What follows belongs to an exercise in optimizing a design on an open flow for small area, a short achievable clock period and few clock cycles per item; a production flow would make more cautious choices. No functional check of the RTL was part of any run shown here.

### design/flow/run.sh
#!/bin/bash
# synth_recipe.tcl (not shown) runs the flow's synth.tcl, then flattens the netlist and writes it again
# the make line also repeats each setting of config.mk as NAME=value (left out here)
make -C /OpenROAD-flow-scripts/flow DESIGN_CONFIG=/design/flow/config.mk WORK_HOME=/design/flow/orfs CLKGATE_MAP_FILE= SYNTH_SCRIPT=/design/flow/synth_recipe.tcl finish
### design/flow/config.mk
export PLATFORM = sky130hd
export DESIGN_NAME = link_force_sequencer
export DESIGN_NICKNAME = link_force_sequencer
export VERILOG_FILES = /design/flow/design.v
export SDC_FILE = /design/flow/constraint.sdc
export NUM_CORES = 4
export LEC_CHECK = 0
export CAP_MARGIN = 20
export CORE_MARGIN = 2
export CORE_UTILIZATION = 40
export SETUP_SLACK_MARGIN = 3.5
export SLEW_MARGIN = 20
### design/flow/constraint.sdc
create_clock -name core_clock -period 8.0 [get_ports {clk}]
set_input_delay 1.6000 -clock core_clock [delete_from_list [all_inputs] [get_ports {clk}]]
set_output_delay 1.6000 -clock core_clock [all_outputs]
set_load 0.01 [all_outputs]
### design/flow/design.v
package mi_pipeline_pkg;
  localparam int SIZE       = 27;
  localparam int ADDR_WIDTH = 4;
  localparam int LINK_WIDTH = 4;
  localparam int K_WIDTH    = 18;
  localparam int FRAC       = 16;
endpackage
module link_table #(
  parameter int LINK_WIDTH = 4,
  parameter int ADDR_WIDTH = 4,
  parameter int K_WIDTH    = 18
) (
  input  logic                      clk,
  input  logic                      rst_n,
  input  logic                      we,
  input  logic [LINK_WIDTH-1:0]     waddr,
  input  logic [ADDR_WIDTH-1:0]     wmass_a,
  input  logic [ADDR_WIDTH-1:0]     wmass_b,
  input  logic signed [K_WIDTH-1:0] wk,
  input  logic [LINK_WIDTH-1:0]     raddr,
  output logic [ADDR_WIDTH-1:0]     rmass_a,
  output logic [ADDR_WIDTH-1:0]     rmass_b,
  output logic signed [K_WIDTH-1:0] rk
);
  localparam int DEPTH = 1 << LINK_WIDTH;
  localparam int W     = 2 * ADDR_WIDTH + K_WIDTH;
  logic [DEPTH-1:0] vld;
  logic [W-1:0]     mem [DEPTH];
  logic [W-1:0]     rd;
  always_ff @(posedge clk or negedge rst_n) begin
    if (!rst_n)
      vld <= '0;
    else if (we)
      vld[waddr] <= 1'b1;
  end
  always_ff @(posedge clk) begin
    if (we)
      mem[waddr] <= {wmass_a, wmass_b, wk};
  end
  assign rd = vld[raddr] ? mem[raddr] : '0;
  assign {rmass_a, rmass_b, rk} = rd;
endmodule
module link_force_sequencer #(
  parameter int SIZE       = mi_pipeline_pkg::SIZE,
  parameter int ADDR_WIDTH = mi_pipeline_pkg::ADDR_WIDTH,
  parameter int LINK_WIDTH = mi_pipeline_pkg::LINK_WIDTH,
  parameter int K_WIDTH    = mi_pipeline_pkg::K_WIDTH,
  parameter int FRAC       = mi_pipeline_pkg::FRAC
) (
  input  logic                      clk,
  input  logic                      rst_n,
  input  logic                      start,
  input  logic [LINK_WIDTH:0]       n_links,
  input  logic                      cfg_we,
  input  logic [LINK_WIDTH-1:0]     cfg_addr,
  input  logic [ADDR_WIDTH-1:0]     cfg_mass_a,
  input  logic [ADDR_WIDTH-1:0]     cfg_mass_b,
  input  logic signed [K_WIDTH-1:0] cfg_k,
  output logic [ADDR_WIDTH-1:0]     r_addr_q1,
  output logic [ADDR_WIDTH-1:0]     r_addr_q2,
  input  logic signed [SIZE-1:0]    q1,
  input  logic signed [SIZE-1:0]    q2,
  output logic                      out_valid,
  input  logic                      out_ready,
  output logic [ADDR_WIDTH-1:0]     out_mass_a,
  output logic [ADDR_WIDTH-1:0]     out_mass_b,
  output logic signed [SIZE-1:0]    out_force,
  output logic                      busy,
  output logic                      done
);
  localparam int PW = SIZE + 1 + K_WIDTH;
  logic                  active;    
  logic                  zdone;     
  logic                  iss;       
  logic [LINK_WIDTH-1:0] idx;       
  logic [LINK_WIDTH-1:0] ntx;       
  logic [LINK_WIDTH-1:0] last;      
  logic                  stall;
  logic                  xfer;
  logic                  issue;
  logic                  fin;
  logic                  start_go;
  logic        [ADDR_WIDTH-1:0] t_a;
  logic        [ADDR_WIDTH-1:0] t_b;
  logic signed [K_WIDTH-1:0]    t_k;
  logic                         s1_valid;
  logic signed [SIZE:0]         s1_diff;
  localparam int ND = K_WIDTH / 2;
  logic [K_WIDTH:0] kx;
  logic [ND-1:0]    b_one;
  logic [ND-1:0]    b_two;
  logic [ND-1:0]    b_neg;
  logic [ND-1:0]    s1_one;
  logic [ND-1:0]    s1_two;
  logic [ND-1:0]    s1_neg;
  logic        [ADDR_WIDTH-1:0] s1_a;
  logic        [ADDR_WIDTH-1:0] s1_b;
  localparam int HW = PW - FRAC;
  logic [PW-1:0] cs_s;
  logic [PW-1:0] cs_c;
  logic                         s2_valid;
  logic [PW-1:0]                s2_s;
  logic [PW-1:0]                s2_c;
  logic        [ADDR_WIDTH-1:0] s2_a;
  logic        [ADDR_WIDTH-1:0] s2_b;
  logic [PW-1:0]          prod;
  logic [HW-1:0]          hi;
  logic signed [SIZE-1:0] force_d;
  assign stall    = out_valid & ~out_ready;
  assign xfer     = out_valid & out_ready;
  assign fin      = xfer & (ntx == last);
  assign done     = fin | zdone;
  assign busy     = active & ~fin;
  assign start_go = start & ~active & (n_links != '0);
  assign issue    = start_go | iss;
  link_table #(
    .LINK_WIDTH (LINK_WIDTH),
    .ADDR_WIDTH (ADDR_WIDTH),
    .K_WIDTH    (K_WIDTH)
  ) u_table (
    .clk     (clk),
    .rst_n   (rst_n),
    .we      (cfg_we & ~active),
    .waddr   (cfg_addr),
    .wmass_a (cfg_mass_a),
    .wmass_b (cfg_mass_b),
    .wk      (cfg_k),
    .raddr   (idx),
    .rmass_a (t_a),
    .rmass_b (t_b),
    .rk      (t_k)
  );
  assign r_addr_q1 = t_a;
  assign r_addr_q2 = t_b;
  always_ff @(posedge clk or negedge rst_n) begin
    if (!rst_n) begin
      active   <= 1'b0;
      zdone    <= 1'b0;
      iss      <= 1'b0;
      idx      <= '0;
      ntx      <= '0;
      last     <= '0;
      s1_valid <= 1'b0;
      s2_valid <= 1'b0;
    end else begin
      zdone <= start & ~active & (n_links == '0);
      if (start_go) begin
        active <= 1'b1;
        last   <= LINK_WIDTH'(n_links - 1'b1);
      end else if (fin) begin
        active <= 1'b0;
      end
      if (fin) begin
        ntx <= '0;
        idx <= '0;
        iss <= 1'b0;
      end else if (stall) begin
        idx      <= ntx + 1'b1;
        iss      <= (ntx != last);
        s1_valid <= 1'b0;
        s2_valid <= 1'b0;
      end else begin
        if (xfer)
          ntx <= ntx + 1'b1;
        s1_valid <= issue;
        s2_valid <= s1_valid;
        if (issue) begin
          idx <= idx + 1'b1;
          iss <= start_go ? (n_links > 5'd1) : (idx != last);
        end
      end
    end
  end
  always_ff @(posedge clk) begin
    s1_diff <= {q2[SIZE-1], q2} - {q1[SIZE-1], q1};
    s1_one  <= b_one;
    s1_two  <= b_two;
    s1_neg  <= b_neg;
    s1_a    <= t_a;
    s1_b    <= t_b;
  end
  assign kx = {t_k, 1'b0};
  always_comb begin
    for (int j = 0; j < ND; j++) begin
      b_one[j] = kx[2*j+1] ^ kx[2*j];
      b_two[j] = (kx[2*j+2] & ~kx[2*j+1] & ~kx[2*j]) | (~kx[2*j+2] & kx[2*j+1] & kx[2*j]);
      b_neg[j] = kx[2*j+2];
    end
  end
  lfs_booth_csa u_mul (
    .diff  (s1_diff),
    .b_one (s1_one),
    .b_two (s1_two),
    .b_neg (s1_neg),
    .rs    (cs_s),
    .rc    (cs_c)
  );
  always_ff @(posedge clk) begin
    s2_s  <= cs_s;
    s2_c  <= cs_c;
    s2_a  <= s1_a;
    s2_b  <= s1_b;
  end
  assign prod = s2_s + s2_c;
  assign hi   = prod[PW-1:FRAC];
  always_comb begin
    if (hi[HW-1:SIZE-1] != '0 && hi[HW-1:SIZE-1] != '1)
      force_d = hi[HW-1] ? {1'b1, {(SIZE-1){1'b0}}} : {1'b0, {(SIZE-1){1'b1}}};
    else
      force_d = hi[SIZE-1:0];
  end
  always_ff @(posedge clk or negedge rst_n) begin
    if (!rst_n)
      out_valid <= 1'b0;
    else if (!stall)
      out_valid <= s2_valid & ~fin;
  end
  always_ff @(posedge clk) begin
    if (!stall) begin
      out_mass_a <= s2_a;
      out_mass_b <= s2_b;
      out_force  <= force_d;
    end
  end
endmodule
module lfs_booth_csa (
  input  logic [27:0] diff,
  input  logic [8:0] b_one,
  input  logic [8:0] b_two,
  input  logic [8:0] b_neg,
  output logic [45:0] rs,
  output logic [45:0] rc
);
  logic [28:0] dx;
  logic [8:0] one, two, neg;
  logic [28:0] pp0;
  logic [28:0] pp1;
  logic [28:0] pp2;
  logic [28:0] pp3;
  logic [28:0] pp4;
  logic [28:0] pp5;
  logic [28:0] pp6;
  logic [28:0] pp7;
  logic [28:0] pp8;
  assign dx = {diff[27], diff};
  assign one = b_one;
  assign two = b_two;
  assign neg = b_neg;
  assign pp0 = ({29{one[0]}} & dx | {29{two[0]}} & {dx[27:0], 1'b0}) ^ {29{neg[0]}};
  assign pp1 = ({29{one[1]}} & dx | {29{two[1]}} & {dx[27:0], 1'b0}) ^ {29{neg[1]}};
  assign pp2 = ({29{one[2]}} & dx | {29{two[2]}} & {dx[27:0], 1'b0}) ^ {29{neg[2]}};
  assign pp3 = ({29{one[3]}} & dx | {29{two[3]}} & {dx[27:0], 1'b0}) ^ {29{neg[3]}};
  assign pp4 = ({29{one[4]}} & dx | {29{two[4]}} & {dx[27:0], 1'b0}) ^ {29{neg[4]}};
  assign pp5 = ({29{one[5]}} & dx | {29{two[5]}} & {dx[27:0], 1'b0}) ^ {29{neg[5]}};
  assign pp6 = ({29{one[6]}} & dx | {29{two[6]}} & {dx[27:0], 1'b0}) ^ {29{neg[6]}};
  assign pp7 = ({29{one[7]}} & dx | {29{two[7]}} & {dx[27:0], 1'b0}) ^ {29{neg[7]}};
  assign pp8 = ({29{one[8]}} & dx | {29{two[8]}} & {dx[27:0], 1'b0}) ^ {29{neg[8]}};
  logic s1, c2;
  logic s3, c4;
  logic s5, c6;
  logic s7, c8;
  logic s9, c10;
  logic s11, c12;
  logic s13, c14;
  logic s15, c16;
  logic s17, c18;
  logic s19, c20;
  logic s21, c22;
  logic s23, c24;
  logic s25, c26;
  logic s27, c28;
  logic s29, c30;
  logic s31, c32;
  logic s33, c34;
  logic s35, c36;
  logic s37, c38;
  logic s39, c40;
  logic s41, c42;
  logic s43, c44;
  logic s45, c46;
  logic s47, c48;
  logic s49, c50;
  logic s51, c52;
  logic s53, c54;
  logic s55, c56;
  logic s57, c58;
  logic s59, c60;
  logic s61, c62;
  logic s63, c64;
  logic s65, c66;
  logic s67, c68;
  logic s69, c70;
  logic s71, c72;
  logic s73, c74;
  logic s75, c76;
  logic s77, c78;
  logic s79, c80;
  logic s81, c82;
  logic s83, c84;
  logic s85, c86;
  logic s87, c88;
  logic s89, c90;
  logic s91, c92;
  logic s93, c94;
  logic s95, c96;
  logic s97, c98;
  logic s99, c100;
  logic s101, c102;
  logic s103, c104;
  logic s105, c106;
  logic s107, c108;
  logic s109, c110;
  logic s111, c112;
  logic s113, c114;
  logic s115, c116;
  logic s117, c118;
  logic s119, c120;
  logic s121, c122;
  logic s123, c124;
  logic s125, c126;
  logic s127, c128;
  logic s129, c130;
  logic s131, c132;
  logic s133, c134;
  logic s135, c136;
  logic s137, c138;
  logic s139, c140;
  logic s141, c142;
  logic s143, c144;
  logic s145, c146;
  logic s147, c148;
  logic s149, c150;
  logic s151, c152;
  logic s153, c154;
  logic s155, c156;
  logic s157, c158;
  logic s159, c160;
  logic s161, c162;
  logic s163, c164;
  logic s165, c166;
  logic s167, c168;
  logic s169, c170;
  logic s171, c172;
  logic s173, c174;
  logic s175, c176;
  logic s177, c178;
  logic s179, c180;
  logic s181, c182;
  logic s183, c184;
  logic s185, c186;
  logic s187, c188;
  logic s189, c190;
  logic s191, c192;
  logic s193, c194;
  logic s195, c196;
  logic s197, c198;
  logic s199, c200;
  logic s201, c202;
  logic s203, c204;
  logic s205, c206;
  logic s207, c208;
  logic s209, c210;
  logic s211, c212;
  logic s213, c214;
  logic s215, c216;
  logic s217, c218;
  logic s219, c220;
  logic s221, c222;
  logic s223, c224;
  logic s225, c226;
  logic s227, c228;
  logic s229, c230;
  logic s231, c232;
  logic s233, c234;
  logic s235, c236;
  logic s237, c238;
  logic s239, c240;
  logic s241, c242;
  logic s243, c244;
  logic s245, c246;
  logic s247, c248;
  logic s249, c250;
  logic s251, c252;
  logic s253, c254;
  logic s255, c256;
  logic s257, c258;
  logic s259, c260;
  logic s261, c262;
  logic s263, c264;
  logic s265, c266;
  logic s267, c268;
  logic s269, c270;
  logic s271, c272;
  logic s273, c274;
  logic s275, c276;
  logic s277, c278;
  logic s279, c280;
  logic s281, c282;
  logic s283, c284;
  logic s285, c286;
  logic s287, c288;
  logic s289, c290;
  logic s291, c292;
  logic s293, c294;
  logic s295, c296;
  logic s297, c298;
  logic s299, c300;
  logic s301, c302;
  logic s303, c304;
  logic s305, c306;
  logic s307, c308;
  logic s309, c310;
  logic s311, c312;
  logic s313, c314;
  logic s315, c316;
  logic s317, c318;
  logic s319, c320;
  logic s321, c322;
  logic s323, c324;
  logic s325, c326;
  logic s327, c328;
  logic s329, c330;
  logic s331, c332;
  logic s333, c334;
  logic s335, c336;
  logic s337, c338;
  logic s339, c340;
  logic s341, c342;
  logic s343, c344;
  logic s345, c346;
  logic s347, c348;
  logic s349, c350;
  logic s351, c352;
  logic s353, c354;
  logic s355, c356;
  logic s357, c358;
  logic s359, c360;
  logic s361, c362;
  logic s363, c364;
  logic s365, c366;
  logic s367, c368;
  logic s369, c370;
  logic s371, c372;
  logic s373, c374;
  logic s375, c376;
  logic s377, c378;
  logic s379, c380;
  logic s381, c382;
  logic s383, c384;
  logic s385, c386;
  logic s387, c388;
  logic s389, c390;
  logic s391, c392;
  logic s393, c394;
  logic s395, c396;
  logic s397, c398;
  logic s399, c400;
  logic s401, c402;
  logic s403, c404;
  logic s405, c406;
  logic s407, c408;
  logic s409, c410;
  logic s411, c412;
  logic s413, c414;
  logic s415, c416;
  logic s417, c418;
  logic s419, c420;
  logic s421, c422;
  logic s423, c424;
  logic s425, c426;
  logic s427, c428;
  logic s429, c430;
  logic s431, c432;
  logic s433, c434;
  logic s435, c436;
  logic s437, c438;
  logic s439, c440;
  logic s441, c442;
  logic s443, c444;
  logic s445, c446;
  logic s447, c448;
  assign s1 = neg[1] ^ pp0[2] ^ pp1[0];
  assign c2 = (neg[1] & pp0[2]) | (neg[1] & pp1[0]) | (pp0[2] & pp1[0]);
  assign s3 = pp0[3] ^ pp1[1];
  assign c4 = pp0[3] & pp1[1];
  assign s5 = neg[2] ^ pp0[4] ^ pp1[2];
  assign c6 = (neg[2] & pp0[4]) | (neg[2] & pp1[2]) | (pp0[4] & pp1[2]);
  assign s7 = pp2[0] ^ c4;
  assign c8 = pp2[0] & c4;
  assign s9 = pp0[5] ^ pp1[3] ^ pp2[1];
  assign c10 = (pp0[5] & pp1[3]) | (pp0[5] & pp2[1]) | (pp1[3] & pp2[1]);
  assign s11 = c6 ^ c8;
  assign c12 = c6 & c8;
  assign s13 = neg[3] ^ pp0[6] ^ pp1[4];
  assign c14 = (neg[3] & pp0[6]) | (neg[3] & pp1[4]) | (pp0[6] & pp1[4]);
  assign s15 = pp2[2] ^ pp3[0] ^ c10;
  assign c16 = (pp2[2] & pp3[0]) | (pp2[2] & c10) | (pp3[0] & c10);
  assign s17 = s13 ^ c12;
  assign c18 = s13 & c12;
  assign s19 = pp0[7] ^ pp1[5] ^ pp2[3];
  assign c20 = (pp0[7] & pp1[5]) | (pp0[7] & pp2[3]) | (pp1[5] & pp2[3]);
  assign s21 = pp3[1] ^ c14 ^ s19;
  assign c22 = (pp3[1] & c14) | (pp3[1] & s19) | (c14 & s19);
  assign s23 = c16 ^ c18;
  assign c24 = c16 & c18;
  assign s25 = neg[4] ^ pp0[8] ^ pp1[6];
  assign c26 = (neg[4] & pp0[8]) | (neg[4] & pp1[6]) | (pp0[8] & pp1[6]);
  assign s27 = pp2[4] ^ pp3[2] ^ pp4[0];
  assign c28 = (pp2[4] & pp3[2]) | (pp2[4] & pp4[0]) | (pp3[2] & pp4[0]);
  assign s29 = c20 ^ s25 ^ s27;
  assign c30 = (c20 & s25) | (c20 & s27) | (s25 & s27);
  assign s31 = c22 ^ c24 ^ s29;
  assign c32 = (c22 & c24) | (c22 & s29) | (c24 & s29);
  assign s33 = pp0[9] ^ pp1[7] ^ pp2[5];
  assign c34 = (pp0[9] & pp1[7]) | (pp0[9] & pp2[5]) | (pp1[7] & pp2[5]);
  assign s35 = pp3[3] ^ pp4[1] ^ c26;
  assign c36 = (pp3[3] & pp4[1]) | (pp3[3] & c26) | (pp4[1] & c26);
  assign s37 = c28 ^ s33 ^ c30;
  assign c38 = (c28 & s33) | (c28 & c30) | (s33 & c30);
  assign s39 = s35 ^ c32 ^ s37;
  assign c40 = (s35 & c32) | (s35 & s37) | (c32 & s37);
  assign s41 = neg[5] ^ pp0[10] ^ pp1[8];
  assign c42 = (neg[5] & pp0[10]) | (neg[5] & pp1[8]) | (pp0[10] & pp1[8]);
  assign s43 = pp2[6] ^ pp3[4] ^ pp4[2];
  assign c44 = (pp2[6] & pp3[4]) | (pp2[6] & pp4[2]) | (pp3[4] & pp4[2]);
  assign s45 = pp5[0] ^ c34 ^ s41;
  assign c46 = (pp5[0] & c34) | (pp5[0] & s41) | (c34 & s41);
  assign s47 = s43 ^ c36 ^ s45;
  assign c48 = (s43 & c36) | (s43 & s45) | (c36 & s45);
  assign s49 = c38 ^ s47;
  assign c50 = c38 & s47;
  assign s51 = pp0[11] ^ pp1[9] ^ pp2[7];
  assign c52 = (pp0[11] & pp1[9]) | (pp0[11] & pp2[7]) | (pp1[9] & pp2[7]);
  assign s53 = pp3[5] ^ pp4[3] ^ pp5[1];
  assign c54 = (pp3[5] & pp4[3]) | (pp3[5] & pp5[1]) | (pp4[3] & pp5[1]);
  assign s55 = c42 ^ c44 ^ s51;
  assign c56 = (c42 & c44) | (c42 & s51) | (c44 & s51);
  assign s57 = s53 ^ c46 ^ s55;
  assign c58 = (s53 & c46) | (s53 & s55) | (c46 & s55);
  assign s59 = c48 ^ s57;
  assign c60 = c48 & s57;
  assign s61 = neg[6] ^ pp0[12] ^ pp1[10];
  assign c62 = (neg[6] & pp0[12]) | (neg[6] & pp1[10]) | (pp0[12] & pp1[10]);
  assign s63 = pp2[8] ^ pp3[6] ^ pp4[4];
  assign c64 = (pp2[8] & pp3[6]) | (pp2[8] & pp4[4]) | (pp3[6] & pp4[4]);
  assign s65 = pp5[2] ^ pp6[0] ^ c52;
  assign c66 = (pp5[2] & pp6[0]) | (pp5[2] & c52) | (pp6[0] & c52);
  assign s67 = c54 ^ s61 ^ s63;
  assign c68 = (c54 & s61) | (c54 & s63) | (s61 & s63);
  assign s69 = c56 ^ s65 ^ s67;
  assign c70 = (c56 & s65) | (c56 & s67) | (s65 & s67);
  assign s71 = c58 ^ s69;
  assign c72 = c58 & s69;
  assign s73 = pp0[13] ^ pp1[11] ^ pp2[9];
  assign c74 = (pp0[13] & pp1[11]) | (pp0[13] & pp2[9]) | (pp1[11] & pp2[9]);
  assign s75 = pp3[7] ^ pp4[5] ^ pp5[3];
  assign c76 = (pp3[7] & pp4[5]) | (pp3[7] & pp5[3]) | (pp4[5] & pp5[3]);
  assign s77 = pp6[1] ^ c62 ^ c64;
  assign c78 = (pp6[1] & c62) | (pp6[1] & c64) | (c62 & c64);
  assign s79 = s73 ^ s75 ^ c66;
  assign c80 = (s73 & s75) | (s73 & c66) | (s75 & c66);
  assign s81 = c68 ^ s77 ^ s79;
  assign c82 = (c68 & s77) | (c68 & s79) | (s77 & s79);
  assign s83 = c70 ^ c72;
  assign c84 = c70 & c72;
  assign s85 = neg[7] ^ pp0[14] ^ pp1[12];
  assign c86 = (neg[7] & pp0[14]) | (neg[7] & pp1[12]) | (pp0[14] & pp1[12]);
  assign s87 = pp2[10] ^ pp3[8] ^ pp4[6];
  assign c88 = (pp2[10] & pp3[8]) | (pp2[10] & pp4[6]) | (pp3[8] & pp4[6]);
  assign s89 = pp5[4] ^ pp6[2] ^ pp7[0];
  assign c90 = (pp5[4] & pp6[2]) | (pp5[4] & pp7[0]) | (pp6[2] & pp7[0]);
  assign s91 = c74 ^ c76 ^ s85;
  assign c92 = (c74 & c76) | (c74 & s85) | (c76 & s85);
  assign s93 = s87 ^ s89 ^ c78;
  assign c94 = (s87 & s89) | (s87 & c78) | (s89 & c78);
  assign s95 = s91 ^ c80 ^ s93;
  assign c96 = (s91 & c80) | (s91 & s93) | (c80 & s93);
  assign s97 = c82 ^ s95;
  assign c98 = c82 & s95;
  assign s99 = pp0[15] ^ pp1[13] ^ pp2[11];
  assign c100 = (pp0[15] & pp1[13]) | (pp0[15] & pp2[11]) | (pp1[13] & pp2[11]);
  assign s101 = pp3[9] ^ pp4[7] ^ pp5[5];
  assign c102 = (pp3[9] & pp4[7]) | (pp3[9] & pp5[5]) | (pp4[7] & pp5[5]);
  assign s103 = pp6[3] ^ pp7[1] ^ c86;
  assign c104 = (pp6[3] & pp7[1]) | (pp6[3] & c86) | (pp7[1] & c86);
  assign s105 = c88 ^ c90 ^ s99;
  assign c106 = (c88 & c90) | (c88 & s99) | (c90 & s99);
  assign s107 = s101 ^ c92 ^ s103;
  assign c108 = (s101 & c92) | (s101 & s103) | (c92 & s103);
  assign s109 = s105 ^ c94 ^ s107;
  assign c110 = (s105 & c94) | (s105 & s107) | (c94 & s107);
  assign s111 = c96 ^ s109;
  assign c112 = c96 & s109;
  assign s113 = neg[8] ^ pp0[16] ^ pp1[14];
  assign c114 = (neg[8] & pp0[16]) | (neg[8] & pp1[14]) | (pp0[16] & pp1[14]);
  assign s115 = pp2[12] ^ pp3[10] ^ pp4[8];
  assign c116 = (pp2[12] & pp3[10]) | (pp2[12] & pp4[8]) | (pp3[10] & pp4[8]);
  assign s117 = pp5[6] ^ pp6[4] ^ pp7[2];
  assign c118 = (pp5[6] & pp6[4]) | (pp5[6] & pp7[2]) | (pp6[4] & pp7[2]);
  assign s119 = pp8[0] ^ c100 ^ c102;
  assign c120 = (pp8[0] & c100) | (pp8[0] & c102) | (c100 & c102);
  assign s121 = s113 ^ s115 ^ s117;
  assign c122 = (s113 & s115) | (s113 & s117) | (s115 & s117);
  assign s123 = c104 ^ c106 ^ s119;
  assign c124 = (c104 & c106) | (c104 & s119) | (c106 & s119);
  assign s125 = s121 ^ c108 ^ s123;
  assign c126 = (s121 & c108) | (s121 & s123) | (c108 & s123);
  assign s127 = c110 ^ s125;
  assign c128 = c110 & s125;
  assign s129 = pp0[17] ^ pp1[15] ^ pp2[13];
  assign c130 = (pp0[17] & pp1[15]) | (pp0[17] & pp2[13]) | (pp1[15] & pp2[13]);
  assign s131 = pp3[11] ^ pp4[9] ^ pp5[7];
  assign c132 = (pp3[11] & pp4[9]) | (pp3[11] & pp5[7]) | (pp4[9] & pp5[7]);
  assign s133 = pp6[5] ^ pp7[3] ^ pp8[1];
  assign c134 = (pp6[5] & pp7[3]) | (pp6[5] & pp8[1]) | (pp7[3] & pp8[1]);
  assign s135 = c114 ^ c116 ^ c118;
  assign c136 = (c114 & c116) | (c114 & c118) | (c116 & c118);
  assign s137 = s129 ^ s131 ^ s133;
  assign c138 = (s129 & s131) | (s129 & s133) | (s131 & s133);
  assign s139 = c120 ^ c122 ^ s135;
  assign c140 = (c120 & c122) | (c120 & s135) | (c122 & s135);
  assign s141 = s137 ^ c124 ^ s139;
  assign c142 = (s137 & c124) | (s137 & s139) | (c124 & s139);
  assign s143 = c126 ^ s141;
  assign c144 = c126 & s141;
  assign s145 = pp0[18] ^ pp1[16] ^ pp2[14];
  assign c146 = (pp0[18] & pp1[16]) | (pp0[18] & pp2[14]) | (pp1[16] & pp2[14]);
  assign s147 = pp3[12] ^ pp4[10] ^ pp5[8];
  assign c148 = (pp3[12] & pp4[10]) | (pp3[12] & pp5[8]) | (pp4[10] & pp5[8]);
  assign s149 = pp6[6] ^ pp7[4] ^ pp8[2];
  assign c150 = (pp6[6] & pp7[4]) | (pp6[6] & pp8[2]) | (pp7[4] & pp8[2]);
  assign s151 = c130 ^ c132 ^ c134;
  assign c152 = (c130 & c132) | (c130 & c134) | (c132 & c134);
  assign s153 = s145 ^ s147 ^ s149;
  assign c154 = (s145 & s147) | (s145 & s149) | (s147 & s149);
  assign s155 = c136 ^ c138 ^ s151;
  assign c156 = (c136 & c138) | (c136 & s151) | (c138 & s151);
  assign s157 = s153 ^ c140 ^ s155;
  assign c158 = (s153 & c140) | (s153 & s155) | (c140 & s155);
  assign s159 = c142 ^ s157;
  assign c160 = c142 & s157;
  assign s161 = pp0[19] ^ pp1[17] ^ pp2[15];
  assign c162 = (pp0[19] & pp1[17]) | (pp0[19] & pp2[15]) | (pp1[17] & pp2[15]);
  assign s163 = pp3[13] ^ pp4[11] ^ pp5[9];
  assign c164 = (pp3[13] & pp4[11]) | (pp3[13] & pp5[9]) | (pp4[11] & pp5[9]);
  assign s165 = pp6[7] ^ pp7[5] ^ pp8[3];
  assign c166 = (pp6[7] & pp7[5]) | (pp6[7] & pp8[3]) | (pp7[5] & pp8[3]);
  assign s167 = c146 ^ c148 ^ c150;
  assign c168 = (c146 & c148) | (c146 & c150) | (c148 & c150);
  assign s169 = s161 ^ s163 ^ s165;
  assign c170 = (s161 & s163) | (s161 & s165) | (s163 & s165);
  assign s171 = c152 ^ c154 ^ s167;
  assign c172 = (c152 & c154) | (c152 & s167) | (c154 & s167);
  assign s173 = s169 ^ c156 ^ s171;
  assign c174 = (s169 & c156) | (s169 & s171) | (c156 & s171);
  assign s175 = c158 ^ s173;
  assign c176 = c158 & s173;
  assign s177 = pp0[20] ^ pp1[18] ^ pp2[16];
  assign c178 = (pp0[20] & pp1[18]) | (pp0[20] & pp2[16]) | (pp1[18] & pp2[16]);
  assign s179 = pp3[14] ^ pp4[12] ^ pp5[10];
  assign c180 = (pp3[14] & pp4[12]) | (pp3[14] & pp5[10]) | (pp4[12] & pp5[10]);
  assign s181 = pp6[8] ^ pp7[6] ^ pp8[4];
  assign c182 = (pp6[8] & pp7[6]) | (pp6[8] & pp8[4]) | (pp7[6] & pp8[4]);
  assign s183 = c162 ^ c164 ^ c166;
  assign c184 = (c162 & c164) | (c162 & c166) | (c164 & c166);
  assign s185 = s177 ^ s179 ^ s181;
  assign c186 = (s177 & s179) | (s177 & s181) | (s179 & s181);
  assign s187 = c168 ^ c170 ^ s183;
  assign c188 = (c168 & c170) | (c168 & s183) | (c170 & s183);
  assign s189 = s185 ^ c172 ^ s187;
  assign c190 = (s185 & c172) | (s185 & s187) | (c172 & s187);
  assign s191 = c174 ^ s189;
  assign c192 = c174 & s189;
  assign s193 = pp0[21] ^ pp1[19] ^ pp2[17];
  assign c194 = (pp0[21] & pp1[19]) | (pp0[21] & pp2[17]) | (pp1[19] & pp2[17]);
  assign s195 = pp3[15] ^ pp4[13] ^ pp5[11];
  assign c196 = (pp3[15] & pp4[13]) | (pp3[15] & pp5[11]) | (pp4[13] & pp5[11]);
  assign s197 = pp6[9] ^ pp7[7] ^ pp8[5];
  assign c198 = (pp6[9] & pp7[7]) | (pp6[9] & pp8[5]) | (pp7[7] & pp8[5]);
  assign s199 = c178 ^ c180 ^ c182;
  assign c200 = (c178 & c180) | (c178 & c182) | (c180 & c182);
  assign s201 = s193 ^ s195 ^ s197;
  assign c202 = (s193 & s195) | (s193 & s197) | (s195 & s197);
  assign s203 = c184 ^ c186 ^ s199;
  assign c204 = (c184 & c186) | (c184 & s199) | (c186 & s199);
  assign s205 = s201 ^ c188 ^ s203;
  assign c206 = (s201 & c188) | (s201 & s203) | (c188 & s203);
  assign s207 = c190 ^ s205;
  assign c208 = c190 & s205;
  assign s209 = pp0[22] ^ pp1[20] ^ pp2[18];
  assign c210 = (pp0[22] & pp1[20]) | (pp0[22] & pp2[18]) | (pp1[20] & pp2[18]);
  assign s211 = pp3[16] ^ pp4[14] ^ pp5[12];
  assign c212 = (pp3[16] & pp4[14]) | (pp3[16] & pp5[12]) | (pp4[14] & pp5[12]);
  assign s213 = pp6[10] ^ pp7[8] ^ pp8[6];
  assign c214 = (pp6[10] & pp7[8]) | (pp6[10] & pp8[6]) | (pp7[8] & pp8[6]);
  assign s215 = c194 ^ c196 ^ c198;
  assign c216 = (c194 & c196) | (c194 & c198) | (c196 & c198);
  assign s217 = s209 ^ s211 ^ s213;
  assign c218 = (s209 & s211) | (s209 & s213) | (s211 & s213);
  assign s219 = c200 ^ c202 ^ s215;
  assign c220 = (c200 & c202) | (c200 & s215) | (c202 & s215);
  assign s221 = s217 ^ c204 ^ s219;
  assign c222 = (s217 & c204) | (s217 & s219) | (c204 & s219);
  assign s223 = c206 ^ s221;
  assign c224 = c206 & s221;
  assign s225 = pp0[23] ^ pp1[21] ^ pp2[19];
  assign c226 = (pp0[23] & pp1[21]) | (pp0[23] & pp2[19]) | (pp1[21] & pp2[19]);
  assign s227 = pp3[17] ^ pp4[15] ^ pp5[13];
  assign c228 = (pp3[17] & pp4[15]) | (pp3[17] & pp5[13]) | (pp4[15] & pp5[13]);
  assign s229 = pp6[11] ^ pp7[9] ^ pp8[7];
  assign c230 = (pp6[11] & pp7[9]) | (pp6[11] & pp8[7]) | (pp7[9] & pp8[7]);
  assign s231 = c210 ^ c212 ^ c214;
  assign c232 = (c210 & c212) | (c210 & c214) | (c212 & c214);
  assign s233 = s225 ^ s227 ^ s229;
  assign c234 = (s225 & s227) | (s225 & s229) | (s227 & s229);
  assign s235 = c216 ^ c218 ^ s231;
  assign c236 = (c216 & c218) | (c216 & s231) | (c218 & s231);
  assign s237 = s233 ^ c220 ^ s235;
  assign c238 = (s233 & c220) | (s233 & s235) | (c220 & s235);
  assign s239 = c222 ^ s237;
  assign c240 = c222 & s237;
  assign s241 = pp0[24] ^ pp1[22] ^ pp2[20];
  assign c242 = (pp0[24] & pp1[22]) | (pp0[24] & pp2[20]) | (pp1[22] & pp2[20]);
  assign s243 = pp3[18] ^ pp4[16] ^ pp5[14];
  assign c244 = (pp3[18] & pp4[16]) | (pp3[18] & pp5[14]) | (pp4[16] & pp5[14]);
  assign s245 = pp6[12] ^ pp7[10] ^ pp8[8];
  assign c246 = (pp6[12] & pp7[10]) | (pp6[12] & pp8[8]) | (pp7[10] & pp8[8]);
  assign s247 = c226 ^ c228 ^ c230;
  assign c248 = (c226 & c228) | (c226 & c230) | (c228 & c230);
  assign s249 = s241 ^ s243 ^ s245;
  assign c250 = (s241 & s243) | (s241 & s245) | (s243 & s245);
  assign s251 = c232 ^ c234 ^ s247;
  assign c252 = (c232 & c234) | (c232 & s247) | (c234 & s247);
  assign s253 = s249 ^ c236 ^ s251;
  assign c254 = (s249 & c236) | (s249 & s251) | (c236 & s251);
  assign s255 = c238 ^ s253;
  assign c256 = c238 & s253;
  assign s257 = pp0[25] ^ pp1[23] ^ pp2[21];
  assign c258 = (pp0[25] & pp1[23]) | (pp0[25] & pp2[21]) | (pp1[23] & pp2[21]);
  assign s259 = pp3[19] ^ pp4[17] ^ pp5[15];
  assign c260 = (pp3[19] & pp4[17]) | (pp3[19] & pp5[15]) | (pp4[17] & pp5[15]);
  assign s261 = pp6[13] ^ pp7[11] ^ pp8[9];
  assign c262 = (pp6[13] & pp7[11]) | (pp6[13] & pp8[9]) | (pp7[11] & pp8[9]);
  assign s263 = c242 ^ c244 ^ c246;
  assign c264 = (c242 & c244) | (c242 & c246) | (c244 & c246);
  assign s265 = s257 ^ s259 ^ s261;
  assign c266 = (s257 & s259) | (s257 & s261) | (s259 & s261);
  assign s267 = c248 ^ c250 ^ s263;
  assign c268 = (c248 & c250) | (c248 & s263) | (c250 & s263);
  assign s269 = s265 ^ c252 ^ s267;
  assign c270 = (s265 & c252) | (s265 & s267) | (c252 & s267);
  assign s271 = c254 ^ s269;
  assign c272 = c254 & s269;
  assign s273 = pp0[26] ^ pp1[24] ^ pp2[22];
  assign c274 = (pp0[26] & pp1[24]) | (pp0[26] & pp2[22]) | (pp1[24] & pp2[22]);
  assign s275 = pp3[20] ^ pp4[18] ^ pp5[16];
  assign c276 = (pp3[20] & pp4[18]) | (pp3[20] & pp5[16]) | (pp4[18] & pp5[16]);
  assign s277 = pp6[14] ^ pp7[12] ^ pp8[10];
  assign c278 = (pp6[14] & pp7[12]) | (pp6[14] & pp8[10]) | (pp7[12] & pp8[10]);
  assign s279 = c258 ^ c260 ^ c262;
  assign c280 = (c258 & c260) | (c258 & c262) | (c260 & c262);
  assign s281 = s273 ^ s275 ^ s277;
  assign c282 = (s273 & s275) | (s273 & s277) | (s275 & s277);
  assign s283 = c264 ^ c266 ^ s279;
  assign c284 = (c264 & c266) | (c264 & s279) | (c266 & s279);
  assign s285 = s281 ^ c268 ^ s283;
  assign c286 = (s281 & c268) | (s281 & s283) | (c268 & s283);
  assign s287 = c270 ^ s285;
  assign c288 = c270 & s285;
  assign s289 = pp0[27] ^ pp1[25] ^ pp2[23];
  assign c290 = (pp0[27] & pp1[25]) | (pp0[27] & pp2[23]) | (pp1[25] & pp2[23]);
  assign s291 = pp3[21] ^ pp4[19] ^ pp5[17];
  assign c292 = (pp3[21] & pp4[19]) | (pp3[21] & pp5[17]) | (pp4[19] & pp5[17]);
  assign s293 = pp6[15] ^ pp7[13] ^ pp8[11];
  assign c294 = (pp6[15] & pp7[13]) | (pp6[15] & pp8[11]) | (pp7[13] & pp8[11]);
  assign s295 = c274 ^ c276 ^ c278;
  assign c296 = (c274 & c276) | (c274 & c278) | (c276 & c278);
  assign s297 = s289 ^ s291 ^ s293;
  assign c298 = (s289 & s291) | (s289 & s293) | (s291 & s293);
  assign s299 = c280 ^ c282 ^ s295;
  assign c300 = (c280 & c282) | (c280 & s295) | (c282 & s295);
  assign s301 = s297 ^ c284 ^ s299;
  assign c302 = (s297 & c284) | (s297 & s299) | (c284 & s299);
  assign s303 = c286 ^ s301;
  assign c304 = c286 & s301;
  assign s305 = 1'b1 ^ ~pp0[28] ^ pp1[26];
  assign c306 = (1'b1 & ~pp0[28]) | (1'b1 & pp1[26]) | (~pp0[28] & pp1[26]);
  assign s307 = pp2[24] ^ pp3[22] ^ pp4[20];
  assign c308 = (pp2[24] & pp3[22]) | (pp2[24] & pp4[20]) | (pp3[22] & pp4[20]);
  assign s309 = pp5[18] ^ pp6[16] ^ pp7[14];
  assign c310 = (pp5[18] & pp6[16]) | (pp5[18] & pp7[14]) | (pp6[16] & pp7[14]);
  assign s311 = pp8[12] ^ c290 ^ c292;
  assign c312 = (pp8[12] & c290) | (pp8[12] & c292) | (c290 & c292);
  assign s313 = c294 ^ s305 ^ s307;
  assign c314 = (c294 & s305) | (c294 & s307) | (s305 & s307);
  assign s315 = s309 ^ c296 ^ c298;
  assign c316 = (s309 & c296) | (s309 & c298) | (c296 & c298);
  assign s317 = s311 ^ s313 ^ c300;
  assign c318 = (s311 & s313) | (s311 & c300) | (s313 & c300);
  assign s319 = s315 ^ c302 ^ s317;
  assign c320 = (s315 & c302) | (s315 & s317) | (c302 & s317);
  assign s321 = 1'b1 ^ pp1[27] ^ pp2[25];
  assign c322 = (1'b1 & pp1[27]) | (1'b1 & pp2[25]) | (pp1[27] & pp2[25]);
  assign s323 = pp3[23] ^ pp4[21] ^ pp5[19];
  assign c324 = (pp3[23] & pp4[21]) | (pp3[23] & pp5[19]) | (pp4[21] & pp5[19]);
  assign s325 = pp6[17] ^ pp7[15] ^ pp8[13];
  assign c326 = (pp6[17] & pp7[15]) | (pp6[17] & pp8[13]) | (pp7[15] & pp8[13]);
  assign s327 = c306 ^ c308 ^ c310;
  assign c328 = (c306 & c308) | (c306 & c310) | (c308 & c310);
  assign s329 = s321 ^ s323 ^ s325;
  assign c330 = (s321 & s323) | (s321 & s325) | (s323 & s325);
  assign s331 = c312 ^ c314 ^ s327;
  assign c332 = (c312 & c314) | (c312 & s327) | (c314 & s327);
  assign s333 = s329 ^ c316 ^ s331;
  assign c334 = (s329 & c316) | (s329 & s331) | (c316 & s331);
  assign s335 = c318 ^ s333;
  assign c336 = c318 & s333;
  assign s337 = ~pp1[28] ^ pp2[26] ^ pp3[24];
  assign c338 = (~pp1[28] & pp2[26]) | (~pp1[28] & pp3[24]) | (pp2[26] & pp3[24]);
  assign s339 = pp4[22] ^ pp5[20] ^ pp6[18];
  assign c340 = (pp4[22] & pp5[20]) | (pp4[22] & pp6[18]) | (pp5[20] & pp6[18]);
  assign s341 = pp7[16] ^ pp8[14] ^ c322;
  assign c342 = (pp7[16] & pp8[14]) | (pp7[16] & c322) | (pp8[14] & c322);
  assign s343 = c324 ^ c326 ^ s337;
  assign c344 = (c324 & c326) | (c324 & s337) | (c326 & s337);
  assign s345 = s339 ^ c328 ^ c330;
  assign c346 = (s339 & c328) | (s339 & c330) | (c328 & c330);
  assign s347 = s341 ^ s343 ^ c332;
  assign c348 = (s341 & s343) | (s341 & c332) | (s343 & c332);
  assign s349 = s345 ^ c334 ^ s347;
  assign c350 = (s345 & c334) | (s345 & s347) | (c334 & s347);
  assign s351 = 1'b1 ^ pp2[27] ^ pp3[25];
  assign c352 = (1'b1 & pp2[27]) | (1'b1 & pp3[25]) | (pp2[27] & pp3[25]);
  assign s353 = pp4[23] ^ pp5[21] ^ pp6[19];
  assign c354 = (pp4[23] & pp5[21]) | (pp4[23] & pp6[19]) | (pp5[21] & pp6[19]);
  assign s355 = pp7[17] ^ pp8[15] ^ c338;
  assign c356 = (pp7[17] & pp8[15]) | (pp7[17] & c338) | (pp8[15] & c338);
  assign s357 = c340 ^ s351 ^ s353;
  assign c358 = (c340 & s351) | (c340 & s353) | (s351 & s353);
  assign s359 = c342 ^ c344 ^ s355;
  assign c360 = (c342 & c344) | (c342 & s355) | (c344 & s355);
  assign s361 = s357 ^ c346 ^ s359;
  assign c362 = (s357 & c346) | (s357 & s359) | (c346 & s359);
  assign s363 = c348 ^ s361;
  assign c364 = c348 & s361;
  assign s365 = ~pp2[28] ^ pp3[26] ^ pp4[24];
  assign c366 = (~pp2[28] & pp3[26]) | (~pp2[28] & pp4[24]) | (pp3[26] & pp4[24]);
  assign s367 = pp5[22] ^ pp6[20] ^ pp7[18];
  assign c368 = (pp5[22] & pp6[20]) | (pp5[22] & pp7[18]) | (pp6[20] & pp7[18]);
  assign s369 = pp8[16] ^ c352 ^ c354;
  assign c370 = (pp8[16] & c352) | (pp8[16] & c354) | (c352 & c354);
  assign s371 = s365 ^ s367 ^ c356;
  assign c372 = (s365 & s367) | (s365 & c356) | (s367 & c356);
  assign s373 = c358 ^ s369 ^ c360;
  assign c374 = (c358 & s369) | (c358 & c360) | (s369 & c360);
  assign s375 = s371 ^ c362 ^ s373;
  assign c376 = (s371 & c362) | (s371 & s373) | (c362 & s373);
  assign s377 = 1'b1 ^ pp3[27] ^ pp4[25];
  assign c378 = (1'b1 & pp3[27]) | (1'b1 & pp4[25]) | (pp3[27] & pp4[25]);
  assign s379 = pp5[23] ^ pp6[21] ^ pp7[19];
  assign c380 = (pp5[23] & pp6[21]) | (pp5[23] & pp7[19]) | (pp6[21] & pp7[19]);
  assign s381 = pp8[17] ^ c366 ^ c368;
  assign c382 = (pp8[17] & c366) | (pp8[17] & c368) | (c366 & c368);
  assign s383 = s377 ^ s379 ^ c370;
  assign c384 = (s377 & s379) | (s377 & c370) | (s379 & c370);
  assign s385 = s381 ^ c372 ^ s383;
  assign c386 = (s381 & c372) | (s381 & s383) | (c372 & s383);
  assign s387 = c374 ^ s385;
  assign c388 = c374 & s385;
  assign s389 = ~pp3[28] ^ pp4[26] ^ pp5[24];
  assign c390 = (~pp3[28] & pp4[26]) | (~pp3[28] & pp5[24]) | (pp4[26] & pp5[24]);
  assign s391 = pp6[22] ^ pp7[20] ^ pp8[18];
  assign c392 = (pp6[22] & pp7[20]) | (pp6[22] & pp8[18]) | (pp7[20] & pp8[18]);
  assign s393 = c378 ^ c380 ^ s389;
  assign c394 = (c378 & c380) | (c378 & s389) | (c380 & s389);
  assign s395 = s391 ^ c382 ^ s393;
  assign c396 = (s391 & c382) | (s391 & s393) | (c382 & s393);
  assign s397 = c384 ^ s395 ^ c386;
  assign c398 = (c384 & s395) | (c384 & c386) | (s395 & c386);
  assign s399 = 1'b1 ^ pp4[27] ^ pp5[25];
  assign c400 = (1'b1 & pp4[27]) | (1'b1 & pp5[25]) | (pp4[27] & pp5[25]);
  assign s401 = pp6[23] ^ pp7[21] ^ pp8[19];
  assign c402 = (pp6[23] & pp7[21]) | (pp6[23] & pp8[19]) | (pp7[21] & pp8[19]);
  assign s403 = c390 ^ c392 ^ s399;
  assign c404 = (c390 & c392) | (c390 & s399) | (c392 & s399);
  assign s405 = s401 ^ c394 ^ s403;
  assign c406 = (s401 & c394) | (s401 & s403) | (c394 & s403);
  assign s407 = c396 ^ s405;
  assign c408 = c396 & s405;
  assign s409 = ~pp4[28] ^ pp5[26] ^ pp6[24];
  assign c410 = (~pp4[28] & pp5[26]) | (~pp4[28] & pp6[24]) | (pp5[26] & pp6[24]);
  assign s411 = pp7[22] ^ pp8[20] ^ c400;
  assign c412 = (pp7[22] & pp8[20]) | (pp7[22] & c400) | (pp8[20] & c400);
  assign s413 = c402 ^ s409 ^ c404;
  assign c414 = (c402 & s409) | (c402 & c404) | (s409 & c404);
  assign s415 = s411 ^ c406 ^ s413;
  assign c416 = (s411 & c406) | (s411 & s413) | (c406 & s413);
  assign s417 = 1'b1 ^ pp5[27] ^ pp6[25];
  assign c418 = (1'b1 & pp5[27]) | (1'b1 & pp6[25]) | (pp5[27] & pp6[25]);
  assign s419 = pp7[23] ^ pp8[21] ^ c410;
  assign c420 = (pp7[23] & pp8[21]) | (pp7[23] & c410) | (pp8[21] & c410);
  assign s421 = s417 ^ c412 ^ s419;
  assign c422 = (s417 & c412) | (s417 & s419) | (c412 & s419);
  assign s423 = c414 ^ s421;
  assign c424 = c414 & s421;
  assign s425 = ~pp5[28] ^ pp6[26] ^ pp7[24];
  assign c426 = (~pp5[28] & pp6[26]) | (~pp5[28] & pp7[24]) | (pp6[26] & pp7[24]);
  assign s427 = pp8[22] ^ c418 ^ s425;
  assign c428 = (pp8[22] & c418) | (pp8[22] & s425) | (c418 & s425);
  assign s429 = c420 ^ s427 ^ c422;
  assign c430 = (c420 & s427) | (c420 & c422) | (s427 & c422);
  assign s431 = 1'b1 ^ pp6[27] ^ pp7[25];
  assign c432 = (1'b1 & pp6[27]) | (1'b1 & pp7[25]) | (pp6[27] & pp7[25]);
  assign s433 = pp8[23] ^ c426 ^ s431;
  assign c434 = (pp8[23] & c426) | (pp8[23] & s431) | (c426 & s431);
  assign s435 = c428 ^ s433;
  assign c436 = c428 & s433;
  assign s437 = ~pp6[28] ^ pp7[26] ^ pp8[24];
  assign c438 = (~pp6[28] & pp7[26]) | (~pp6[28] & pp8[24]) | (pp7[26] & pp8[24]);
  assign s439 = c432 ^ s437 ^ c434;
  assign c440 = (c432 & s437) | (c432 & c434) | (s437 & c434);
  assign s441 = 1'b1 ^ pp7[27] ^ pp8[25];
  assign c442 = (1'b1 & pp7[27]) | (1'b1 & pp8[25]) | (pp7[27] & pp8[25]);
  assign s443 = c438 ^ s441;
  assign c444 = c438 & s441;
  assign s445 = ~pp7[28] ^ pp8[26] ^ c442;
  assign c446 = (~pp7[28] & pp8[26]) | (~pp7[28] & c442) | (pp8[26] & c442);
  assign s447 = 1'b1 ^ pp8[27];
  assign c448 = 1'b1 & pp8[27];
  assign rs[0] = pp0[0];
  assign rc[0] = neg[0];
  assign rs[1] = pp0[1];
  assign rc[1] = 1'b0;
  assign rs[2] = s1;
  assign rc[2] = 1'b0;
  assign rs[3] = c2;
  assign rc[3] = s3;
  assign rs[4] = s5;
  assign rc[4] = s7;
  assign rs[5] = s9;
  assign rc[5] = s11;
  assign rs[6] = s15;
  assign rc[6] = s17;
  assign rs[7] = s21;
  assign rc[7] = s23;
  assign rs[8] = s31;
  assign rc[8] = 1'b0;
  assign rs[9] = s39;
  assign rc[9] = 1'b0;
  assign rs[10] = c40;
  assign rc[10] = s49;
  assign rs[11] = c50;
  assign rc[11] = s59;
  assign rs[12] = c60;
  assign rc[12] = s71;
  assign rs[13] = s81;
  assign rc[13] = s83;
  assign rs[14] = c84;
  assign rc[14] = s97;
  assign rs[15] = c98;
  assign rc[15] = s111;
  assign rs[16] = c112;
  assign rc[16] = s127;
  assign rs[17] = c128;
  assign rc[17] = s143;
  assign rs[18] = c144;
  assign rc[18] = s159;
  assign rs[19] = c160;
  assign rc[19] = s175;
  assign rs[20] = c176;
  assign rc[20] = s191;
  assign rs[21] = c192;
  assign rc[21] = s207;
  assign rs[22] = c208;
  assign rc[22] = s223;
  assign rs[23] = c224;
  assign rc[23] = s239;
  assign rs[24] = c240;
  assign rc[24] = s255;
  assign rs[25] = c256;
  assign rc[25] = s271;
  assign rs[26] = c272;
  assign rc[26] = s287;
  assign rs[27] = c288;
  assign rc[27] = s303;
  assign rs[28] = c304;
  assign rc[28] = s319;
  assign rs[29] = c320;
  assign rc[29] = s335;
  assign rs[30] = c336;
  assign rc[30] = s349;
  assign rs[31] = c350;
  assign rc[31] = s363;
  assign rs[32] = c364;
  assign rc[32] = s375;
  assign rs[33] = c376;
  assign rc[33] = s387;
  assign rs[34] = c388;
  assign rc[34] = s397;
  assign rs[35] = c398;
  assign rc[35] = s407;
  assign rs[36] = c408;
  assign rc[36] = s415;
  assign rs[37] = c416;
  assign rc[37] = s423;
  assign rs[38] = c424;
  assign rc[38] = s429;
  assign rs[39] = c430;
  assign rc[39] = s435;
  assign rs[40] = c436;
  assign rc[40] = s439;
  assign rs[41] = c440;
  assign rc[41] = s443;
  assign rs[42] = c444;
  assign rc[42] = s445;
  assign rs[43] = c446;
  assign rc[43] = s447;
  assign rs[44] = ~pp8[28];
  assign rc[44] = c448;
  assign rs[45] = 1'b1;
  assign rc[45] = 1'b0;
endmodule
==> summary.txt, run 1 <==
Routability congestion estimate - 0.8467
HP Class - register to register
Area after DPL - 37410 sq um
CTS tree - done
# port buffers - 139
Synth async-reset ratio - 0.05296
Uppermost layer routed - met5
CP bufs+invs - 3
Post-route cell area - 40300 sq um
WP data required - 6.40 ns
Slew margin rel. - 0.2401
# setup viols final - 0
Metal1 wirelength - 35650 um
Initial Util - 0.4026
Routed wire length - 87570 um
Vias in the first global route - 22320
Syn_nets - 2950
Main synth FF type - edfxtp_1
H-tree Lvls - 3
Most used cell, CP - mux4_2
Floorplan row count - 108
Max-Cap Viols - 0
Cts hold-fix bufs - 0
Inserted Diodes - 0
Initial antenna violation count - 6
Non-Filler Instances - 3874
DRC Markers - 0
Syn_area_per_cell - 13.62 sq um
Nets - 3056
Yosys reg bits - 642
CP Capture Type - primary output
Area grow syn2layout - 15.74%
Core Box Area - 86480 sq um
Seq/Total Area, Yosys - 0.5037
Vias/cell - 5.458
Die height - 299.0 um
Max stage delay on crit path - 0.55 ns
Tot GR Track Use - 0.1953
Yosys cell types - 65
CP Launch Type - register
Crit path cell chain - buf_12 -> buf_16 -> mux4_2 -> mux4_2 -> nor2b_2 -> clkbuf_2
Clock tree root buffer cell - clkbuf_16
Routed len/inst - 22.60 um
TritonCTS Sinks - 642
Status - complete, no violations
Boundary Pins - 140
Num CTS Buffers - 71
Largest net degree at the start of global routing - 55
Crit path kind - register to primary output
Number of synthesized flops with an enable pin - 451
Layout cell share with drive strength beyond 1 - 0.1412
Die Width - 299.0 um
Fin crit period - 4.449 ns
Routed wl met2 - 43740 um
Post-DP HPWL - 54410 um
Setup TNS - 0 ns
Routed Antenna Nets - 0
Period utilisation layout - 0.5561
Mapped Area - 34820 sq um
Later-pin clock latency in the skew report - 0.65 ns
Skew final - 0.03700 ns
Crit-path slowest cell - dfrtp_4
Post-Syn Instances - 2556
Router iterations before antenna repair - 6
Worst-path clk slew - 0.06 ns
Max-slew violation count - 0
RSZ-0062 raised after global routing - yes
DR vias - 21140
Commonest cells after routing, fill and taps aside - 451 x edfxtp_1, 244 x a22oi_1, 236 x inv_1, 197 x xnor2_1, 185 x fa_1
Ys Warns - 2
CP Max Fanout - 7
Commonest non-fill, non-tap cell in the layout - edfxtp_1
Grt total ovfl - 0
Top Family by Delay on Critical Path - multiplexers
First-pass GRT wire length - 134000 um
Clock buffer depth - 3
CP arrival - 2.85 ns
Die area - 89420 sq um
Final Hold Viols - 0
# placed instances - 3717
Slew @ Worst Pin - 1.140 ns
Max frequency - 224.8 MHz
First DRT Iteration DRCs - 1941
Met3 wire length - 6464 um
Fin Hold WS - 0.3235 ns
kinds of logic (layout without fill, tap and decap cells):
kind of cell / count (synthesis) / count (layout) / synth area share
adder cells (fa/ha/maj): 300 / 300 / 0.1477
flip-flops: 642 / 642 / 0.5037
buffers and inverters: 424 / 587 / 0.04650
AND/OR/NAND/NOR: 237 / 237 / 0.03364
XOR/XNOR: 336 / 336 / 0.08453
multiplexers: 140 / 140 / 0.08819
AO/OA/AOI/OAI: 477 / 477 / 0.09574
metal layers:
metal	track usage	vias to the layer above
li1	-	9405
met1	0.2529	10820
met2	0.3326	770
met3	0.04146	138
met4	0.05345	12
met5	0	-
state kept, by name (all words and copies together) (netlist names), 9 cells and up:
register and cells:
s1_one 9, s1_two 9, s2_c 41, s1_neg 9, u_table.mem 416, s1_diff 28
out_force 27, u_table.vld 16, s2_s 45
stage by stage:
stage	utilization	worst slack [ns]
CTS	0.4652	3.389
finish	0.4659	3.551
detailed placement	0.4326	2.206
floorplan	-	3.623
global placement	0.4325	2.334
global route	0.4659	3.467
worst paths after layout:
path,cells after the start,slack [ns],startpoint,endpoint
min in group asynchronous,2,1.39,rst_n,out_valid
max in group asynchronous,2,6.27,rst_n,idx[0]
worst max register to register,11,3.83,s1_neg[2],s2_c[32]
worst min register to register,0,0.32,s1_a[0],s2_a[0]
worst min-delay path,0,0.32,s1_a[0],s2_a[0]
worst max-delay path,6,3.55,idx[0],r_addr_q1[3]
synth_stat cells, drive strengths merged (34+ instances only):
master / number / share of area
nor2: 66 / 0.0071
clkbuf: 145 / 0.016
dfxtp: 157 / 0.090
edfxtp: 451 / 0.39
mux4: 133 / 0.086
ha: 115 / 0.041
a22oi: 244 / 0.053
a21oi: 59 / 0.0088
xor2: 139 / 0.035
fa: 185 / 0.11
xnor2: 197 / 0.050
buf: 42 / 0.0052
nand2: 60 / 0.0065
a21o: 42 / 0.0093
dfrtp: 34 / 0.024
o21ai: 70 / 0.010
inv: 236 / 0.025
final cells by class:
class,instances,area [sq um]
clock buffers,85,1859
flip-flops and latches,642,17560
inverters,237,893.4
fillers,7595,46190
repair buffers,220,2225
multi-input cells,1490,15770
well taps,1155,1445
clock inverters,45,545.5
repair_timing:
action,CTS,global route
gates cloned,4,1
buffers inserted,20,2
pin swaps,1,2
setup endpoints to repair,16,14
gates resized for setup,44,16
==> run 2: changes to the inputs <==
--- a/design/flow/config.mk
+++ b/design/flow/config.mk
@@ -9,4 +9,4 @@
 export CORE_MARGIN = 2
 export CORE_UTILIZATION = 40
-export SETUP_SLACK_MARGIN = 3.5
+export SETUP_SLACK_MARGIN = 4.2
 export SLEW_MARGIN = 20
==> run 2 against run 1 <==
  * Fmax up 2.4%
  * Via count up 0.44%
  * Non-clock buffer count up 2
  * Clock skew up 0.0098 ns
  * Utilization up 0.29 points
  * Setup slack better by 0.10 ns
  * First-iteration DRC count down 18%
  * Area after synthesis unchanged
  * Cell count up 0.10%
  * Synthesized cell count unchanged
  * Still clean
  * Sequential share of layout area down 0.12 points
==> summary.txt, run 2 <==
Clock tree root buffer cell - clkbuf_16
Post-DP HPWL - 54610 um (+0.37%)
Max reg flops - 416 (unchanged)
Routed wire length - 86800 um (-0.88%)
Period utilisation layout - 0.5432 (-0.01286)
WP data required - 6.40 ns (about the same)
Post-Syn Instances - 2556 (unchanged)
Mapped Area - 34820 sq um (unchanged)
CP arrival - 2.75 ns (-0.10 ns)
Largest registers - u_table.mem: 416 flops, s2_s: 45 flops, s2_c: 41 flops
Later-pin clock latency in the skew report - 0.64 ns (about the same)
Non-Filler Instances - 3878 (+0.10%)
First-pass GRT wire length - 134200 um (+0.16%)
Number of synthesized flops with an enable pin - 451 (unchanged)
CTS tree - done
Initial antenna violation count - 5 (-1)
Die Width - 299.0 um (unchanged)
Commonest non-fill, non-tap cell in the layout - edfxtp_1
CP Capture Type - primary output
# placed instances - 3708 (-0.24%)
Multi-input logic area - 16100 sq um (+2.1%)
DR vias - 21240 (+0.44%)
Num CTS Buffers - 71 (unchanged)
Main synth FF type - edfxtp_1
Slew margin rel. - 0.3375 (+0.09738)
Routed Antenna Nets - 0 (unchanged)
Seq/Total Area, Yosys - 0.5037 (unchanged)
Routability congestion estimate - 0.8797 (+3.9%)
Cts hold-fix bufs - 0 (unchanged)
Largest net degree at the start of global routing - 65 (+18%)
Fillers - 7682 (+1.1%)
Router iterations before antenna repair - 6 (unchanged)
DRC Markers - 0 (unchanged)
Core Box Area - 86480 sq um (unchanged)
Ys Warns - 2 (unchanged)
Max frequency - 230.1 MHz (+2.4%)
Top cells by area, synth - edfxtp_1 39%, fa_1 11%, dfxtp_1 9.0%
Area after DPL - 37470 sq um (+0.15%)
Routed len/inst - 22.38 um (-0.98%)
Seq. cell area - 17610 sq um (+0.33%)
Max-slew violation count - 0 (unchanged)
Vias in the first global route - 22350 (+0.13%)
Max-Cap Viols - 0 (unchanged)
Fin Hold WS - 0.3257 ns (+0.002169 ns)
Clock buffer depth - 3 (unchanged)
Skew final - 0.04679 ns (+0.009790 ns)
Floorplan row count - 108 (unchanged)
RSZ-0062 raised after global routing - yes
Commonest cells after routing, fill and taps aside - 451 x edfxtp_1, 244 x a22oi_1, 233 x inv_1, 197 x xnor2_1, 184 x fa_1
Yosys reg bits - 642 (unchanged)
Top reg by flops - u_table.mem
HP Class - register to register
Syn_nets - 2950 (unchanged)
First DRT Iteration DRCs - 1594 (-18%)
# port buffers - 139 (unchanged)
Setup TNS - 0 ns (unchanged)
TritonCTS Sinks - 642 (unchanged)
Fin crit period - 4.346 ns (-0.1029 ns)
Boundary Pins - 140 (unchanged)
Slew @ Worst Pin - 0.9938 ns (-0.1461 ns)
Cell taking the most area after synthesis - edfxtp_1
Synth async-reset ratio - 0.05296 (unchanged)
Worst-path clk slew - 0.06 ns (about the same)
Tot GR Track Use - 0.1953 (about the same)
Syn_area_per_cell - 13.62 sq um (unchanged)
Vias/cell - 5.476 (+0.33%)
Synth top cells by count - 451 x edfxtp_1, 244 x a22oi_1, 236 x inv_1
Nets - 3059 (+0.098%)
Die area - 89420 sq um (unchanged)
CP Launch Type - register
Initial Util - 0.4026 (unchanged)
# setup viols final - 0 (unchanged)
Post-route cell area - 40540 sq um (+0.61%)
Area grow syn2layout - 16.45%
CP Max Fanout - 6 (-1)
H-tree Lvls - 3 (unchanged)
Status - complete, no violations
Grt total ovfl - 0 (unchanged)
Die height - 299.0 um (unchanged)
Yosys cell types - 65 (unchanged)
Leading cell type by number of instances after synthesis - edfxtp_1
Final Hold Viols - 0 (unchanged)
Share of the synthesized area in the top cell type - 0.3890 (unchanged)
Layout cell share with drive strength beyond 1 - 0.1617 (+0.02048)
Crit path kind - register to primary output
-- run 2: final timing paths --
kind / from / endpoint / slack [ns] / cells past startpoint
worst max-delay path: idx[0] / r_addr_q2[3] / 3.65 / 7
worst min-delay path: s1_b[0] / s2_b[0] / 0.33 / 0
worst max register to register: s1_neg[8] / s2_c[28] / 4.37 / 9
worst min register to register: s1_b[0] / s2_b[0] / 0.33 / 0
max in group asynchronous: rst_n / idx[1] / 6.26 / 2
min in group asynchronous: rst_n / zdone / 1.39 / 2
-- run 2: what timing repair did --
action,in CTS,in global routing
gates resized for setup,130,39
pin swaps,18,11
endpoints found under the setup margin,163,160
cloned,2,0
setup buffers,31,6
-- run 2: area by class of cell --
type / instances / share of cell area
Tap cell: 1155 / 0.03564
Timing Repair Buffer: 222 / 0.05462
Multi-Input combinational cell: 1491 / 0.3972
Clock inverter: 36 / 0.009474
Antenna cell: 2 / 0.0001234
Clock buffer: 93 / 0.04611
Inverter: 237 / 0.02244
Sequential cell: 642 / 0.4344
-- run 2: cells by family after synthesis --
kind of cell | synth area share
mux | 0.08819
fa+ha+maj | 0.1477
flops | 0.5037
compound gates | 0.09574
simple gates | 0.03364
xor+xnor | 0.08453
buf+inv | 0.04650
-- run 2: critical path, stage by stage, from the launching register on --
cell and delay [ns]:
dfrtp_4 0.53, buf_6 0.15, buf_16 0.13, buf_4 0.13
mux4_2 0.40, mux4_2 0.50, nor2b_4 0.15, buf_6 0.11
-- run 2: per-stage QoR --
step	setup WS (ns)	util
2_1_floorplan	4.194	-
3_3_place_gp	3.076	0.4332
3_5_place_dp	3.002	0.4332
4_1_cts	3.624	0.4664
5_1_grt	3.605	0.4688
6_report	3.654	0.4688
-- run 2: metal layers --
| layer | vias to the layer above | track usage | wire [um] |
|---|---|---|---|
| li1 | 9422 | - | - |
| met5 | - | 0 | 39 |
| met4 | 6 | 0.06095 | 2269 |
| met2 | 720 | 0.3328 | 43410 |
| met1 | 10940 | 0.2516 | 35800 |
| met3 | 152 | 0.03892 | 5281 |

==> separate check: timing with driven ports <==
The flow's constraints put no driver on any port. The routed layouts listed below were extracted and timed again, unchanged, in two steps. Step 1: set_driving_cell puts a clkbuf_16 on clk and a buf_2 on each other input, an assumption about the parent block. Step 2 moves the port delays by t, midway between the first and last clock arrival at a register: inputs arrive t later, outputs are due t later. That takes back most of the time a late clock gives input paths. Slacks: no drivers / after step 1 / after step 2; pairs: no drivers / after step 1.
run	shift t [ns]	slack for setup (ns)	latest minus earliest clock arrival (ns)	worst register clock-pin slew, ns
run 1	0.685	3.551 / 3.488 / 3.051	0.054 / 0.054	0.07 / 0.07
run 2	0.680	3.654 / 3.590 / 3.600	0.047 / 0.047	0.06 / 0.06
After both steps setup and hold are still met in every run listed. For run 1, which loses most, drivers alone change the setup slack by -0.063 ns; drivers and shift together by -0.500 ns.
